Source: an optimization exercise on an open RTL-to-GDS flow (aim: small area, a short achievable clock period and few clock cycles per item). Production flows keep margins and buffers that such runs may drop.
Function was checked by simulation only, so behaviour that the tests miss may differ from the original.

== run A ==
// ycbcr420_to_rgb_flip_core
module ycbcr420_to_rgb_flip_core
#(
	parameter int MAX_WIDTH  = 2048,
	parameter int MAX_HEIGHT = 2048
) (
	input  logic        clk,
	input  logic        arst_n,
	input  logic        wr_en,
	input  logic [1:0]  wr_index,
	input  logic [12:0] wr_data,
	input  logic        s_tvalid,
	output logic        s_tready,
	input  logic [47:0] s_tdata,
	output logic        m_tvalid,
	input  logic        m_tready,
	output logic [71:0] m_tdata,
	output logic        m_tlast,
	output logic        m_tuser
);
Size: ~2000 cells after synthesis, about 260 flip-flops, about 140 I/O pins.
clock: 11.0 ns
lec_check: 0
cap_margin: 20
core_margin: 2
core_utilization: 40
cts_buf_list: sky130_fd_sc_hd__clkbuf_8
cts_cluster_diameter: 80
cts_cluster_size: 14
slew_margin: 20
standard.sh (not shown) runs the stock make flow with config.mk's settings and CLKGATE_MAP_FILE= SYNTH_SCRIPT=/design/flow/synth_recipe.tcl, a recipe that flattens the netlist after the stock synthesis.
==> flow/flow/run.sh <==
#!/bin/bash
# The standard layout, with repair_timing aiming below the clock period
# (setup margin) so the critical paths are sized and buffered, and the port
# buffers made from the smallest buffer cell (repair sizes them up as needed).
set -euo pipefail
bash standard.sh SETUP_SLACK_MARGIN=7.0 "BUFFER_PORTS_ARGS=-buffer_cell sky130_fd_sc_hd__buf_1" finish > make.log 2>&1
Testbench counts of run A, summed over its fixed seeds: cycles 19,264, items 9,600.
Edits applied to the flow inputs when going from run A to run B:
- CTS_CLUSTER_DIAMETER: 80 -> 60
- CTS_CLUSTER_SIZE: 14 -> 16
==> flow/flow/run.sh <==
#!/bin/bash
# The standard layout, with repair_timing aiming below the clock period
# (setup margin) so the critical paths are sized and buffered, and the port
# buffers made from the smallest buffer cell (repair sizes them up as needed).
set -euo pipefail
bash standard.sh SETUP_SLACK_MARGIN=6.9 "BUFFER_PORTS_ARGS=-buffer_cell sky130_fd_sc_hd__buf_1" finish > make.log 2>&1
[summary]
Run A -> run B: xor-xnor portion of the synthesized cell area delta 0, exact match
Via count of the first global-routing pass for run B is lower than for run A.
Per the comparison of run B with run A, combined area of the multi-input logic cells now sits lower.
Run B — period utilization 0.20 points higher, run A as reference
Changes in run C relative to run B:
- a change of CTS_CLUSTER_SIZE from 16 to 12
- a change of CTS_CLUSTER_DIAMETER from 60 to 100
Findings:
Run C: done, clean on timing, DRC and antenna
Between run C and run B, the simple-gate area share of the yosys netlist figures differ only marginally.
The average routed wire per standard cell in run C sits 0.39% above the value recorded for run B.
In terms of clock transition time at the flip-flop clock pins of the worst setup and hold paths, run B and run C differ only marginally.
The ratio of final minimum period to clock period was comparable across run C and run B.
Relative to run C, the following input files were edited for run D:
- CTS_CLUSTER_DIAMETER changed from 100 to 80
- CTS_CLUSTER_SIZE changed from 12 to 14
==> results.txt <==
The higher critical path depth of run D and run C is in run C.
Run C has higher met2 wire length than run D.
There was hardly any difference in routed via count divided by cell count between run D and run C.
Cmp run D and run C / part of the cycle the worst path needs / higher: run C
On run D: share of the core filled with cells is 0.28 points lower than what run C gave.
Compared run D vs run C, and area added between synthesis and finish is down in run D.
Global-route wire length before repair, run D vs run C: down slightly

Another version of the RTL of ycbcr420_to_rgb_flip_core (not shown whole).
Size: roughly 2000 cells after synthesis, roughly 260 flip-flops.
Settings: LEC_CHECK=0, CAP_MARGIN=20, CORE_MARGIN=2, CORE_UTILIZATION=40, CTS_BUF_LIST=sky130_fd_sc_hd__clkbuf_8, CTS_CLUSTER_DIAMETER=60, CTS_CLUSTER_SIZE=18, SLEW_MARGIN=20; clock period 11.0 ns.
==> flow/flow/run.sh <==
#!/bin/bash
# The standard layout, with repair_timing aiming below the clock period
# (setup margin) so the critical paths are sized and buffered, and the port
# buffers made from the smallest buffer cell (repair sizes them up as needed).
set -euo pipefail
bash standard.sh SETUP_SLACK_MARGIN=7.0 "BUFFER_PORTS_ARGS=-buffer_cell sky130_fd_sc_hd__buf_1" finish > make.log 2>&1
Testbench counts at the start, summed over its fixed seeds: cycles 19,304, items 9,600.
==> next run, changes <==
--- a/flow/flow/run.sh
+++ b/flow/flow/run.sh
@@ -6 +6 @@
-bash standard.sh SETUP_SLACK_MARGIN=7.0 "BUFFER_PORTS_ARGS=-buffer_cell sky130_fd_sc_hd__buf_1" finish > make.log 2>&1
+bash standard.sh SETUP_SLACK_MARGIN=7.15 "BUFFER_PORTS_ARGS=-buffer_cell sky130_fd_sc_hd__buf_1" finish > make.log 2>&1
--- a/flow/config.mk
+++ b/flow/config.mk
@@ -12,2 +12,2 @@
-export CTS_CLUSTER_DIAMETER = 60
-export CTS_CLUSTER_SIZE = 18
+export CTS_CLUSTER_DIAMETER = 100
+export CTS_CLUSTER_SIZE = 12
Result: First-iteration DRC count came out lower by 15%; via count rises by 1.6%; setup slack improved by 0.014 ns; die area stays the same; wire length rose by 1.9%; final area is about the same.
==> next run, changes <==
--- a/flow/flow/run.sh
+++ b/flow/flow/run.sh
@@ -6 +6 @@
-bash standard.sh SETUP_SLACK_MARGIN=7.15 "BUFFER_PORTS_ARGS=-buffer_cell sky130_fd_sc_hd__buf_1" finish > make.log 2>&1
+bash standard.sh SETUP_SLACK_MARGIN=7.0 "BUFFER_PORTS_ARGS=-buffer_cell sky130_fd_sc_hd__buf_1" finish > make.log 2>&1
--- a/flow/config.mk
+++ b/flow/config.mk
@@ -10 +10 @@
-export CORE_UTILIZATION = 40
+export CORE_UTILIZATION = 50
What happened:
- hold slack hardly moves
- area after synthesis is unchanged
- clock skew goes up by 0.0035 ns
- first-iteration DRC count goes up by 21%
- maximum frequency goes down by 2.8%
- wire length goes down by 6.1%
- worst setup slack loses 0.11 ns
- design area goes down by 3.5%
- clock-buffer cell count does not change
- critical path depth does not change
==> next run, changes <==
--- a/flow/config.mk
+++ b/flow/config.mk
@@ -10 +10 @@
-export CORE_UTILIZATION = 50
+export CORE_UTILIZATION = 40
@@ -12,2 +12 @@
-export CTS_CLUSTER_DIAMETER = 100
-export CTS_CLUSTER_SIZE = 12
+export CTS_CLUSTER_SIZE = 13
Result: Die area rose by 24%; routed wire length grows by 5.2%.

== branch willow ==
ycbcr420_to_rgb_flip_core again, from the RTL that the note above started with.
==> flow/config.mk <==
export PLATFORM = sky130hd
export DESIGN_NAME = ycbcr420_to_rgb_flip_core
export DESIGN_NICKNAME = ycbcr420_to_rgb_flip_core
export VERILOG_FILES = /design/flow/design.v
export SDC_FILE = /design/flow/constraint.sdc
export NUM_CORES = 4
export LEC_CHECK = 0
export CAP_MARGIN = 20
export CORE_MARGIN = 2
export CORE_UTILIZATION = 40
export CTS_BUF_LIST = sky130_fd_sc_hd__clkbuf_8
export CTS_CLUSTER_DIAMETER = 80
export CTS_CLUSTER_SIZE = 10
export SLEW_MARGIN = 20
==> flow/constraint.sdc <==
create_clock -name core_clock -period 11.0 [get_ports {clk}]
set_input_delay 2.2000 -clock core_clock [delete_from_list [all_inputs] [get_ports {clk}]]
set_output_delay 2.2000 -clock core_clock [all_outputs]
set_load 0.01 [all_outputs]
==> flow/flow/run.sh <==
#!/bin/bash
# The standard layout, with repair_timing aiming below the clock period
# (setup margin) so the critical paths are sized and buffered, and the port
# buffers made from the smallest buffer cell (repair sizes them up as needed).
set -euo pipefail
bash standard.sh SETUP_SLACK_MARGIN=7.0 "BUFFER_PORTS_ARGS=-buffer_cell sky130_fd_sc_hd__buf_1" finish > make.log 2>&1
branch willow completed end to end with timing, DRC and antenna clean.
Testbench counts of branch willow, summed over its fixed seeds: cycles 19,304, items 9,600.
Setup changes, branch willow to branch pepper
--- a/flow/config.mk
+++ b/flow/config.mk
@@ -12,2 +12 @@
-export CTS_CLUSTER_DIAMETER = 80
-export CTS_CLUSTER_SIZE = 10
+export CTS_CLUSTER_SIZE = 16
[summary]
- Max capacitance violation total: branch willow vs branch pepper identical
- As far as synthesized flop and latch total goes, branch willow and branch pepper are indistinguishable; the numbers are identical.
- Diff branch willow -> branch pepper | design area | increase of 2.0%
- | post-route met1 wirelength | branch pepper vs branch willow | ≈ equal |
- Compared with branch willow, in branch pepper arrival time of data at the critical path endpoint went down 0.09 ns.

Setup of rev 12:
Another version of the RTL of ycbcr420_to_rgb_flip_core (not shown whole).
Size: roughly 2000 cells after synthesis, roughly 270 flip-flops.
Settings: LEC_CHECK=0, CAP_MARGIN=20, CORE_MARGIN=2, CORE_UTILIZATION=40, CTS_BUF_LIST=sky130_fd_sc_hd__clkbuf_8, CTS_CLUSTER_DIAMETER=100, CTS_CLUSTER_SIZE=12, SLEW_MARGIN=20; clock period 11.0 ns.
==> flow/flow/run.sh <==
#!/bin/bash
# The standard layout, with repair_timing aiming below the clock period
# (setup margin) so the critical paths are sized and buffered, and the port
# buffers made from the smallest buffer cell (repair sizes them up as needed).
set -euo pipefail
bash standard.sh SETUP_SLACK_MARGIN=7.1 "BUFFER_PORTS_ARGS=-buffer_cell sky130_fd_sc_hd__buf_1" finish > make.log 2>&1
Testbench counts of rev 12, summed over its fixed seeds: cycles 19,304, items 9,600.
Input changes introduced in rev 13 (baseline for comparison: rev 12):
--- a/flow/flow/run.sh
+++ b/flow/flow/run.sh
@@ -4,3 +4,3 @@
 # buffers made from the smallest buffer cell (repair sizes them up as needed).
 set -euo pipefail
-bash standard.sh SETUP_SLACK_MARGIN=7.1 "BUFFER_PORTS_ARGS=-buffer_cell sky130_fd_sc_hd__buf_1" finish > make.log 2>&1
+bash standard.sh SETUP_SLACK_MARGIN=6.9 "BUFFER_PORTS_ARGS=-buffer_cell sky130_fd_sc_hd__buf_1" finish > make.log 2>&1
==> comparison <==
Rev 13: no failed stages, no open violations at the end. Logic depth of the worst register-to-register path ended up 4 lower on rev 13 than on rev 12. Rev 13 reports a lower first-pass GRT wire length than rev 12 does. Looking at global-route usage across rev 13 and rev 12, the one that comes out lower is rev 13. Rev 13 against rev 12: count of buffers not belonging to the clock network in the layout went down by 12%; final period demand of the worst path climbed 0.057 ns; maximum operating frequency saw a decrease.

==> re-timing with driven ports <==
In the flow no input, the clock included, has a driving cell. The finished layouts below were timed again as built, in two steps.
Step 1 (the two cells are an assumption about what drives the block):
set clk [get_ports {clk}]
set_driving_cell -lib_cell sky130_fd_sc_hd__clkbuf_16 $clk
set_driving_cell -lib_cell sky130_fd_sc_hd__buf_2 [delete_from_list [all_inputs] $clk]
Step 2 moves the port delays by t, midway between the first and last clock arrival at a register: inputs arrive t later, outputs are due t later. That takes back most of the time a late clock gives input paths.
Three values: ideal ports, drivers, drivers and shift; two values: the first two.
run | t (ns) | setup slack, ns | hold slack, ns | worst setup path after step 2 | worst register clock-pin slew, ns
run A | 0.651 | 6.926 / 6.926 / 6.468 | 0.489 / 0.489 / 0.489 | input to register | 0.11 / 0.11
run B | 0.680 | 6.904 / 6.904 / 6.461 | 0.486 / 0.486 / 0.486 | input to register | 0.11 / 0.11
run C | 0.653 | 6.904 / 6.904 / 6.454 | 0.488 / 0.488 / 0.488 | input to register | 0.11 / 0.11
run D | 0.639 | 7.007 / 7.007 / 6.469 | 0.486 / 0.486 / 0.486 | input to register | 0.11 / 0.11
the first run of note 2 | 0.645 | 6.986 / 6.986 / 6.521 | 0.483 / 0.483 / 0.483 | input to register | 0.11 / 0.11
the second run of note 2 | 0.663 | 7.001 / 7.001 / 6.646 | 0.485 / 0.485 / 0.485 | input to register | 0.10 / 0.10
the third run of note 2 | 0.651 | 6.886 / 6.886 / 6.520 | 0.485 / 0.485 / 0.485 | input to register | 0.10 / 0.10
the fourth run of note 2 | 0.670 | 6.994 / 6.994 / 6.556 | 0.480 / 0.480 / 0.480 | input to register | 0.07 / 0.07
branch willow | 0.684 | 6.952 / 6.952 / 6.528 | 0.482 / 0.482 / 0.482 | input to register | 0.09 / 0.09
branch pepper | 0.670 | 6.994 / 6.994 / 6.556 | 0.480 / 0.480 / 0.480 | input to register | 0.07 / 0.07
rev 12 | 0.671 | 6.980 / 6.980 / 6.589 | 0.487 / 0.487 / 0.487 | input to register | 0.10 / 0.10
rev 13 | 0.666 | 6.923 / 6.923 / 6.479 | 0.490 / 0.490 / 0.490 | input to register | 0.10 / 0.10
After both steps setup and hold are still met in every run listed. The setup slack of run D, which loses most, moves by 0.000 ns with the drivers and by -0.538 ns with both steps.
